Source: an optimization exercise on an open RTL-to-GDS flow (aim: a short achievable clock period and few clock cycles). Production flows keep margins and buffers that such runs may drop. Where RTL was checked, it was by simulation tests only, not by an equivalence proof against the original. Power figures rest on the tool's default switching activity, not on a simulated workload.

==> 07-05 <==
==> flow/design.v (excerpt) <==
module cpuTop (
    input  logic clock,
    input  logic rstN,
    output logic [31:0] imemAddress,
    input  logic [31:0] imemData,
    output logic [31:0] dmemAddress,
    output logic [31:0] dmemData,
    output logic dmemWren,
    input  logic [31:0] dmemQ
);
export LEC_CHECK = 0
export ABC_CLOCK_PERIOD_IN_PS = 3500
export CAP_MARGIN = 20
export CELL_PAD_IN_SITES_DETAIL_PLACEMENT = 1
export CELL_PAD_IN_SITES_GLOBAL_PLACEMENT = 2
export CORE_MARGIN = 2
export CORE_UTILIZATION = 35
export SETUP_SLACK_MARGIN = 5
export SLEW_MARGIN = 20
create_clock -name core_clock -period 9.0 [get_ports {clock}]
standard.sh (not shown) runs the stock make flow with config.mk's settings and CLKGATE_MAP_FILE= SYNTH_SCRIPT=/design/flow/synth_recipe.tcl, a recipe that flattens the netlist after the stock synthesis.
==> flow/flow/run.sh <==
#!/bin/bash
# Standard layout, with port buffers from the plain buffer family (sizable by
# repair_timing) instead of the default delay-buffer cell.
set -euo pipefail
export BUFFER_PORTS_ARGS="-buffer_cell sky130_fd_sc_hd__buf_4"
bash standard.sh > standard_flow.log 2>&1
==> 06-07 (differences from 07-05) <==
--- a/flow/design.v
+++ b/flow/design.v
@@ -123,23 +123,24 @@
     logic        bpSeen [0:(1<<bpBits)-1];     
     logic [31:0] jtTab [0:(1<<jtBits)-1];      
     logic        vD;
     logic [4:0]  srcAD, srcBD, destD;
     logic [31:1] ohAD, ohBD;                   
     logic        isAddiD, isLwD, isSwD, isBrD, isBltD, isJrD, isJalD, weD, useAD, useBD;
     logic [4:0]  fnD, shD;
     logic [16:0] immD;
-    logic [31:0] pcP1D, altD, predTgtD;
+    logic [31:0] pcP1D, predTgtD;
     logic        predTkD, jrLinkD;
+    logic [1:0]  bpCtrD, bpCtrE, bpCtrM;       
     logic [bpBits-1:0] bpIdxD;
     logic        vE, weE, ldE, stE, brE, bltE, jrE, jalE;
     logic [4:0]  rdE, shE;
     logic [31:0] xE, yE, sE;
-    logic        fXmE, fYmE, fSmE;
+    logic [31:0] res;                          
     logic        sdLdE, lXE, lYE;
     logic        selAddE, selSubE, selAndE, selOrE, selSllE, selSraE, selLinkE;
     logic [31:0] pcP1E, altE, predTgtE;
     logic        predTkE, jrLinkE;
     logic [bpBits-1:0] bpIdxE;
     logic [31:0] resM, sdM;
     logic [4:0]  rdM;
     logic        weM, ldM, wrenM;
@@ -150,21 +151,22 @@
     logic [4:0]  rdW;
     logic        weW;
     logic [31:0] regs [1:31];
     logic        stall, redirect;
     logic [4:0]  opF, rdF, rsF, rtF, srcBF;
     logic        isBrF, isJF, isJrF, isJalF;
     logic [31:0] pcP1F, brTgtF, jTgtF, jrTgtF, linkF, fetchNext, nextPc;
     logic        predTkF, bpHit;
-    logic [16:0] lowSum;
-    logic        lowCy;
-    logic [14:0] upP1, upM1, upSel;
+    logic [11:0] lowSum;
+    logic        lowCy, shortF;
+    logic [19:0] upP1, upM1, upSel;
     logic [bpBits-1:0] bpIdxF;
-    assign imemAddress = pc;
+    logic [31:0] pcOutN, resOutN;
+    assign imemAddress = ~pcOutN;
     assign opF    = imemData[31:27];
     assign rdF    = imemData[26:22];
     assign rsF    = imemData[21:17];
     assign rtF    = imemData[16:12];
     assign isBrF  = opF == opBne || opF == opBlt;
     assign isJF   = opF == opJ;
     assign isJalF = opF == opJal;
     assign isJrF  = opF == opJr;
@@ -173,48 +175,53 @@
         if (i == 0) begin : b0
             assign pcP1F[i] = !pc[0];
         end else begin : bn
             assign pcP1F[i] = pc[i] ^ (&pc[i-1:0]);
         end
     end
     assign jTgtF  = {5'b0, imemData[26:0]};
     assign bpIdxF = pc[bpBits-1:0];
-    pfxAdd #(.W(17)) brAdd (.a(pc[16:0]), .b(imemData[16:0]), .cin(1'b1), .s(lowSum), .cout(lowCy));
-    for (genvar i = 0; i < 15; i++) begin : updn
+    assign shortF = (&imemData[16:11]) || !(|imemData[16:11]);
+    pfxAdd #(.W(12)) brAdd (.a(pc[11:0]), .b(imemData[11:0]), .cin(1'b1), .s(lowSum), .cout(lowCy));
+    for (genvar i = 0; i < 20; i++) begin : updn
         if (i == 0) begin : b0
-            assign upP1[i] = !pc[17];
-            assign upM1[i] = !pc[17];
+            assign upP1[i] = !pc[12];
+            assign upM1[i] = !pc[12];
         end else begin : bn
-            assign upP1[i] = pc[17+i] ^ (&pc[17+i-1:17]);
-            assign upM1[i] = pc[17+i] ^ !(|pc[17+i-1:17]);
+            assign upP1[i] = pc[12+i] ^ (&pc[12+i-1:12]);
+            assign upM1[i] = pc[12+i] ^ !(|pc[12+i-1:12]);
         end
     end
-    logic [14:0] upIfCy, upIfNoCy;
-    assign upIfCy   = imemData[16] ? pc[31:17] : upP1;
-    assign upIfNoCy = imemData[16] ? upM1 : pc[31:17];
+    logic [19:0] upIfCy, upIfNoCy;
+    assign upIfCy   = imemData[11] ? pc[31:12] : upP1;
+    assign upIfNoCy = imemData[11] ? upM1 : pc[31:12];
     assign upSel    = lowCy ? upIfCy : upIfNoCy;
     assign brTgtF   = {upSel, lowSum};
     assign linkF  = redirQ ? archLink : specLink;
     assign jrTgtF = (rdF == 5'd31) ? linkF : jtTab[pc[jtBits-1:0]];
-    assign bpHit  = bpSeen[bpIdxF] ? bpTab[bpIdxF][1] : (opF == opBne || imemData[16]);
-    assign predTkF  = isJF || isJalF || isJrF || (isBrF && bpHit);
+    logic bpStatF;
+    assign bpStatF = opF == opBne || imemData[16];
+    assign bpHit  = bpSeen[bpIdxF] ? bpTab[bpIdxF][1] : bpStatF;
+    assign predTkF  = isJF || isJalF || isJrF || (isBrF && bpHit && shortF);
     logic selBrF;
-    assign selBrF = !redirect && !stall && isBrF && bpHit;
+    assign selBrF = !redirect && !stall && isBrF && bpHit && shortF;
     assign fetchNext = redirect ? tgtM : stall ? pc :
                        (isJF || isJalF) ? jTgtF : isJrF ? jrTgtF : pcP1F;
     assign nextPc = selBrF ? brTgtF : fetchNext;
     always_ff @(posedge clock or negedge rstN) begin
         if (!rstN) begin
             pc <= '0;
+            pcOutN <= '1;
             vD <= 1'b0;
             specLink <= '0;
             redirQ <= 1'b0;
         end else begin
             pc <= nextPc;
+            pcOutN <= ~nextPc;
             vD <= !redirect;
             redirQ <= redirect;
             specLink <= (!stall && isJalF) ? pcP1F : linkF;
         end
     end
     always_ff @(posedge clock) begin
         if (!stall) begin
             srcAD <= rsF;
@@ -233,19 +240,19 @@
             isJalD <= isJalF;
             weD <= (opF == opR || opF == opAddi || opF == opLw) ? (rdF != 5'd0) : isJalF;
             useAD <= opF == opR || opF == opAddi || opF == opLw || opF == opSw || isBrF;
             useBD <= opF == opR || isBrF || isJrF;
             fnD <= (opF == opR) ? imemData[6:2] : 5'd0;
             shD <= imemData[11:7];
             immD <= imemData[16:0];
             pcP1D <= pcP1F;
-            altD <= predTkF ? pcP1F : brTgtF;
             predTgtD <= jrTgtF;
             predTkD <= predTkF;
+            bpCtrD <= bpSeen[bpIdxF] ? bpTab[bpIdxF] : {bpStatF, !bpStatF};
             jrLinkD <= rdF == 5'd31;
             bpIdxD <= bpIdxF;
         end
     end
     logic [31:0] rfA, rfB, rA, rB, immExtD, wbNext;
     logic        ldHazD, immSelD, pwA, pwB;
     always_comb begin
         rfA = '0;
@@ -256,16 +263,18 @@
         end
     end
     assign wbNext = ldM ? dmemQ : resM;
     assign pwA = weM && rdM == srcAD;
     assign pwB = weM && rdM == srcBD;
     assign rA = pwA ? wbNext : (weW && rdW == srcAD) ? wbW : rfA;
     assign rB = pwB ? wbNext : (weW && rdW == srcBD) ? wbW : rfB;
     assign immExtD = {{15{immD[16]}}, immD};
+    logic [31:0] brTgtD;
+    assign brTgtD = pcP1D + immExtD;
     assign immSelD = isAddiD || isLwD || isSwD;
     assign ldHazD = vD && ldE && ((useAD && srcAD == rdE) || (useBD && srcBD == rdE));
     assign stall = ldHazD && !(isBrD || isJrD);
     always_ff @(posedge clock or negedge rstN) begin
         if (!rstN) begin
             vE <= 1'b0;
             weE <= 1'b0; ldE <= 1'b0; stE <= 1'b0; brE <= 1'b0; jrE <= 1'b0; jalE <= 1'b0;
         end else begin
@@ -277,44 +286,42 @@
             jrE   <= vD && !redirect && !stall && isJrD;
             jalE  <= vD && !redirect && !stall && isJalD;
         end
     end
     always_ff @(posedge clock) begin
         rdE <= destD;
         shE <= shD;
         bltE <= isBltD;
-        xE <= rA;
-        yE <= immSelD ? immExtD : rB;
-        sE <= rB;
-        fXmE <= weE && rdE == srcAD;
-        fYmE <= !immSelD && weE && rdE == srcBD;
-        fSmE <= weE && rdE == srcBD;
+        xE <= (weE && rdE == srcAD) ? res : rA;
+        yE <= immSelD ? immExtD : (weE && rdE == srcBD) ? res : rB;
+        sE <= (weE && rdE == srcBD) ? res : rB;
         sdLdE <= ldE && rdE == srcBD;
         lXE <= ldE && rdE == srcAD;
         lYE <= ldE && rdE == srcBD;
         selSubE  <= fnD == 5'd1;
         selAndE  <= fnD == 5'd2;
         selOrE   <= fnD == 5'd3;
         selSllE  <= fnD == 5'd4;
         selSraE  <= fnD == 5'd5;
         selLinkE <= isJalD;
         selAddE  <= !isJalD && !(fnD >= 5'd1 && fnD <= 5'd5);
         pcP1E <= pcP1D;
-        altE <= altD;
+        altE <= predTkD ? pcP1D : brTgtD;
         predTgtE <= predTgtD;
         predTkE <= predTkD;
+        bpCtrE <= bpCtrD;
         jrLinkE <= jrLinkD;
         bpIdxE <= bpIdxD;
     end
-    logic [31:0] X, Y, S, Xc, Yc, sum, diff, other, res, sraRes;
+    logic [31:0] X, Y, S, Xc, Yc, sum, diff, other, sraRes;
     logic        ltU, ne, lt, takenE, cyS, cyD, misE;
-    assign X = fXmE ? resM : xE;
-    assign Y = fYmE ? resM : yE;
-    assign S = fSmE ? resM : sE;
+    assign X = xE;
+    assign Y = yE;
+    assign S = sE;
     pfxAdd #(.W(32)) addU (.a(X), .b(Y), .cin(1'b0), .s(sum), .cout(cyS));
     pfxAdd #(.W(32)) subU (.a(X), .b(~Y), .cin(1'b1), .s(diff), .cout(cyD));
     assign sraRes = $signed(X) >>> shE;
     assign other = ({32{selAndE}} & (X & Y)) | ({32{selOrE}} & (X | Y)) |
                    ({32{selSllE}} & (X << shE)) | ({32{selSraE}} & sraRes) |
                    ({32{selLinkE}} & pcP1E);
     assign res = ({32{selAddE}} & sum) | ({32{selSubE}} & diff) | other;
     assign Xc = lXE ? dmemQ : X;
@@ -335,42 +342,44 @@
             wrenM <= stE && !redirect;
             misM <= misE && !redirect;
             brM <= brE && !redirect;
             jrM <= jrE && !redirect && !jrLinkE;
         end
     end
     always_ff @(posedge clock) begin
         resM <= res;
+        resOutN <= ~res;
         rdM <= rdE;
         sdM <= sdLdE ? dmemQ : S;
         tgtM <= jrE ? Yc : altE;
         jrTgtM <= Yc;
         takenM <= takenE;
         predTkM <= predTkE;
+        bpCtrM <= bpCtrE;
         bpIdxM <= bpIdxE;
     end
     always_ff @(posedge clock or negedge rstN) begin
         if (!rstN) begin
             archLink <= '0;
             for (int i = 0; i < (1<<bpBits); i++) begin
                 bpTab[i] <= 2'd2;
                 bpSeen[i] <= 1'b0;
             end
             for (int i = 0; i < (1<<jtBits); i++) jtTab[i] <= '0;
         end else begin
             if (jalE && !redirect) archLink <= pcP1E;
             if (brM) begin
                 bpSeen[bpIdxM] <= 1'b1;
-                bpTab[bpIdxM] <= bpNext(bpSeen[bpIdxM] ? bpTab[bpIdxM] : {predTkM, !predTkM}, takenM);
+                bpTab[bpIdxM] <= bpNext(bpCtrM, takenM);
             end
             if (jrM) jtTab[bpIdxM[jtBits-1:0]] <= jrTgtM;
         end
     end
-    assign dmemAddress = resM;
+    assign dmemAddress = ~resOutN;
     assign dmemData = sdM;
     assign dmemWren = wrenM;
     always_ff @(posedge clock or negedge rstN) begin
         if (!rstN) weW <= 1'b0;
         else weW <= weM;
     end
     always_ff @(posedge clock) begin
         wbW <= wbNext;
==> flow/flow/run.sh (replaced) <==
#!/bin/bash
set -euo pipefail
export BUFFER_PORTS_ARGS="-buffer_cell sky130_fd_sc_hd__buf_4"
export SETUP_SLACK_MARGIN=6.5
bash standard.sh > standard_flow.log 2>&1
Settings changed: SETUP_SLACK_MARGIN 5 to unset.
==> 03-25 (differences from 07-05) <==
--- a/flow/design.v
+++ b/flow/design.v
@@ -123,17 +123,17 @@
     logic        bpSeen [0:(1<<bpBits)-1];     
     logic [31:0] jtTab [0:(1<<jtBits)-1];      
     logic        vD;
     logic [4:0]  srcAD, srcBD, destD;
     logic [31:1] ohAD, ohBD;                   
     logic        isAddiD, isLwD, isSwD, isBrD, isBltD, isJrD, isJalD, weD, useAD, useBD;
     logic [4:0]  fnD, shD;
     logic [16:0] immD;
-    logic [31:0] pcP1D, altD, predTgtD;
+    logic [31:0] pcP1D, predTgtD;
     logic        predTkD, jrLinkD;
     logic [bpBits-1:0] bpIdxD;
     logic        vE, weE, ldE, stE, brE, bltE, jrE, jalE;
     logic [4:0]  rdE, shE;
     logic [31:0] xE, yE, sE;
     logic        fXmE, fYmE, fSmE;
     logic        sdLdE, lXE, lYE;
     logic        selAddE, selSubE, selAndE, selOrE, selSllE, selSraE, selLinkE;
@@ -233,17 +233,16 @@
             isJalD <= isJalF;
             weD <= (opF == opR || opF == opAddi || opF == opLw) ? (rdF != 5'd0) : isJalF;
             useAD <= opF == opR || opF == opAddi || opF == opLw || opF == opSw || isBrF;
             useBD <= opF == opR || isBrF || isJrF;
             fnD <= (opF == opR) ? imemData[6:2] : 5'd0;
             shD <= imemData[11:7];
             immD <= imemData[16:0];
             pcP1D <= pcP1F;
-            altD <= predTkF ? pcP1F : brTgtF;
             predTgtD <= jrTgtF;
             predTkD <= predTkF;
             jrLinkD <= rdF == 5'd31;
             bpIdxD <= bpIdxF;
         end
     end
     logic [31:0] rfA, rfB, rA, rB, immExtD, wbNext;
     logic        ldHazD, immSelD, pwA, pwB;
@@ -256,16 +255,18 @@
         end
     end
     assign wbNext = ldM ? dmemQ : resM;
     assign pwA = weM && rdM == srcAD;
     assign pwB = weM && rdM == srcBD;
     assign rA = pwA ? wbNext : (weW && rdW == srcAD) ? wbW : rfA;
     assign rB = pwB ? wbNext : (weW && rdW == srcBD) ? wbW : rfB;
     assign immExtD = {{15{immD[16]}}, immD};
+    logic [31:0] brTgtD;
+    assign brTgtD = pcP1D + immExtD;
     assign immSelD = isAddiD || isLwD || isSwD;
     assign ldHazD = vD && ldE && ((useAD && srcAD == rdE) || (useBD && srcBD == rdE));
     assign stall = ldHazD && !(isBrD || isJrD);
     always_ff @(posedge clock or negedge rstN) begin
         if (!rstN) begin
             vE <= 1'b0;
             weE <= 1'b0; ldE <= 1'b0; stE <= 1'b0; brE <= 1'b0; jrE <= 1'b0; jalE <= 1'b0;
         end else begin
@@ -294,17 +295,17 @@
         selSubE  <= fnD == 5'd1;
         selAndE  <= fnD == 5'd2;
         selOrE   <= fnD == 5'd3;
         selSllE  <= fnD == 5'd4;
         selSraE  <= fnD == 5'd5;
         selLinkE <= isJalD;
         selAddE  <= !isJalD && !(fnD >= 5'd1 && fnD <= 5'd5);
         pcP1E <= pcP1D;
-        altE <= altD;
+        altE <= predTkD ? pcP1D : brTgtD;
         predTgtE <= predTgtD;
         predTkE <= predTkD;
         jrLinkE <= jrLinkD;
         bpIdxE <= bpIdxD;
     end
     logic [31:0] X, Y, S, Xc, Yc, sum, diff, other, res, sraRes;
     logic        ltU, ne, lt, takenE, cyS, cyD, misE;
     assign X = fXmE ? resM : xE;
==> flow/flow/run.sh (replaced) <==
#!/bin/bash
set -euo pipefail
export BUFFER_PORTS_ARGS="-buffer_cell sky130_fd_sc_hd__buf_4"
export SETUP_SLACK_MARGIN=6.5
bash standard.sh > standard_flow.log 2>&1
Settings changed: SETUP_SLACK_MARGIN 5 to unset.
==> comparison <==
- Worst setup slack: 07-05 is worse than 03-25 (180 ps).
- The highest clock skew belongs to 07-05, the lowest to 06-07.
- Of 06-07 and 07-05, 07-05 has the higher register-to-register slack (gap 30 ps).
- Of 06-07 and 07-05, 07-05 has the higher sequential share of layout area (gap 3.9 points).
- Cell area: 03-25 > 06-07 > 07-05.
- 03-25 produced a clean layout. 06-07 completed with no timing, DRC or antenna violations. 07-05 produced a clean layout.
- Between 06-07 and 03-25, the lower global-route usage is in 06-07 (gap 1.6 points).
- Clock-buffer cell count, highest first: 06-07, 07-05, 03-25.
- Between 07-05 and 06-07, the lower via count is in 07-05 (gap 5.8%, measured against 06-07).
==> figures <==
item	07-05	06-07	03-25
Clock share of power	34.7%	33.6%	30.9%
Share of the synthesized area in the top cell type	35.3%	34.8%	35.2%
Int Power	20.4 mW	21.9 mW	22.4 mW
Longest individual stage delay on the worst path	750 ps	470 ps	540 ps
Share of flip-flops with an asynchronous set or reset after synthesis	71.6%	72.0%	72.7%
Global-route met2 utilization	52.3%	54.4%	57.0%
Weighted congestion reported at the end of routability-driven placement	0.914	0.913	0.918
Cell with the biggest individual delay on the critical path	sky130_fd_sc_hd__nor2_2	sky130_fd_sc_hd__a222oi_1	sky130_fd_sc_hd__a222oi_1
Count of multi-input gates	6187	6119	6404
Outcome	no timing/DRC/antenna violations	no timing/DRC/antenna violations	no timing/DRC/antenna violations
M1 wire length	230 mm	251 mm	253 mm
Count of instances resized after the clock tree is built	166	1320	1849
Antenna diode count	16	21	26
Number of non-clock buffers	546	1106	1508
Fillers	31.6k	31.2k	30.5k
Met3 layer wire length in the routed design	45.5 mm	56.6 mm	62.5 mm
Worst Hold Slack	301 ps	324 ps	325 ps
Logic depth of the worst register-to-register path	13	15	16
Testbench counts of 06-07, summed over its fixed seeds: cycles 103,370.
Testbench counts of 03-25, summed over its fixed seeds: cycles 103,370.
For 07-05, only the layout was checked, not whether the RTL still works.

==> what the ideal ports hide <==
Ports are ideal in the flow. The routed layouts listed here were re-timed in OpenROAD.
Step 1 sets driving cells, clkbuf_16 on the clock port and buf_2 on the other inputs (assumed; they add their load-dependent delay and slew).
Step 2 times the ports against the registers' clock, not the clock port: input delays grow and output delays shrink by t, the midpoint of the rising clock arrivals with the driver on.
a / b / c = ideal / step 1 / step 2; a / b = the first two.
| run | t, ns | setup slack, ns | worst setup path after step 2 | worst register clock-pin slew, ns | cell pins on the clock port's net |
|---|---|---|---|---|---|
| 07-05 | 0.984 | 5.001 / 5.001 / 4.026 | input to register | 0.07 / 0.07 | 1 |
| 06-07 | 0.988 | 4.971 / 4.971 / 4.198 | input to register | 0.07 / 0.07 | 1 |
| 03-25 | 0.998 | 5.176 / 5.176 / 4.240 | input to register | 0.07 / 0.07 | 1 |
After both steps setup and hold are still met in every run listed. For 07-05, which loses most, drivers alone change the setup slack by 0.000 ns; drivers and shift together by -0.975 ns.
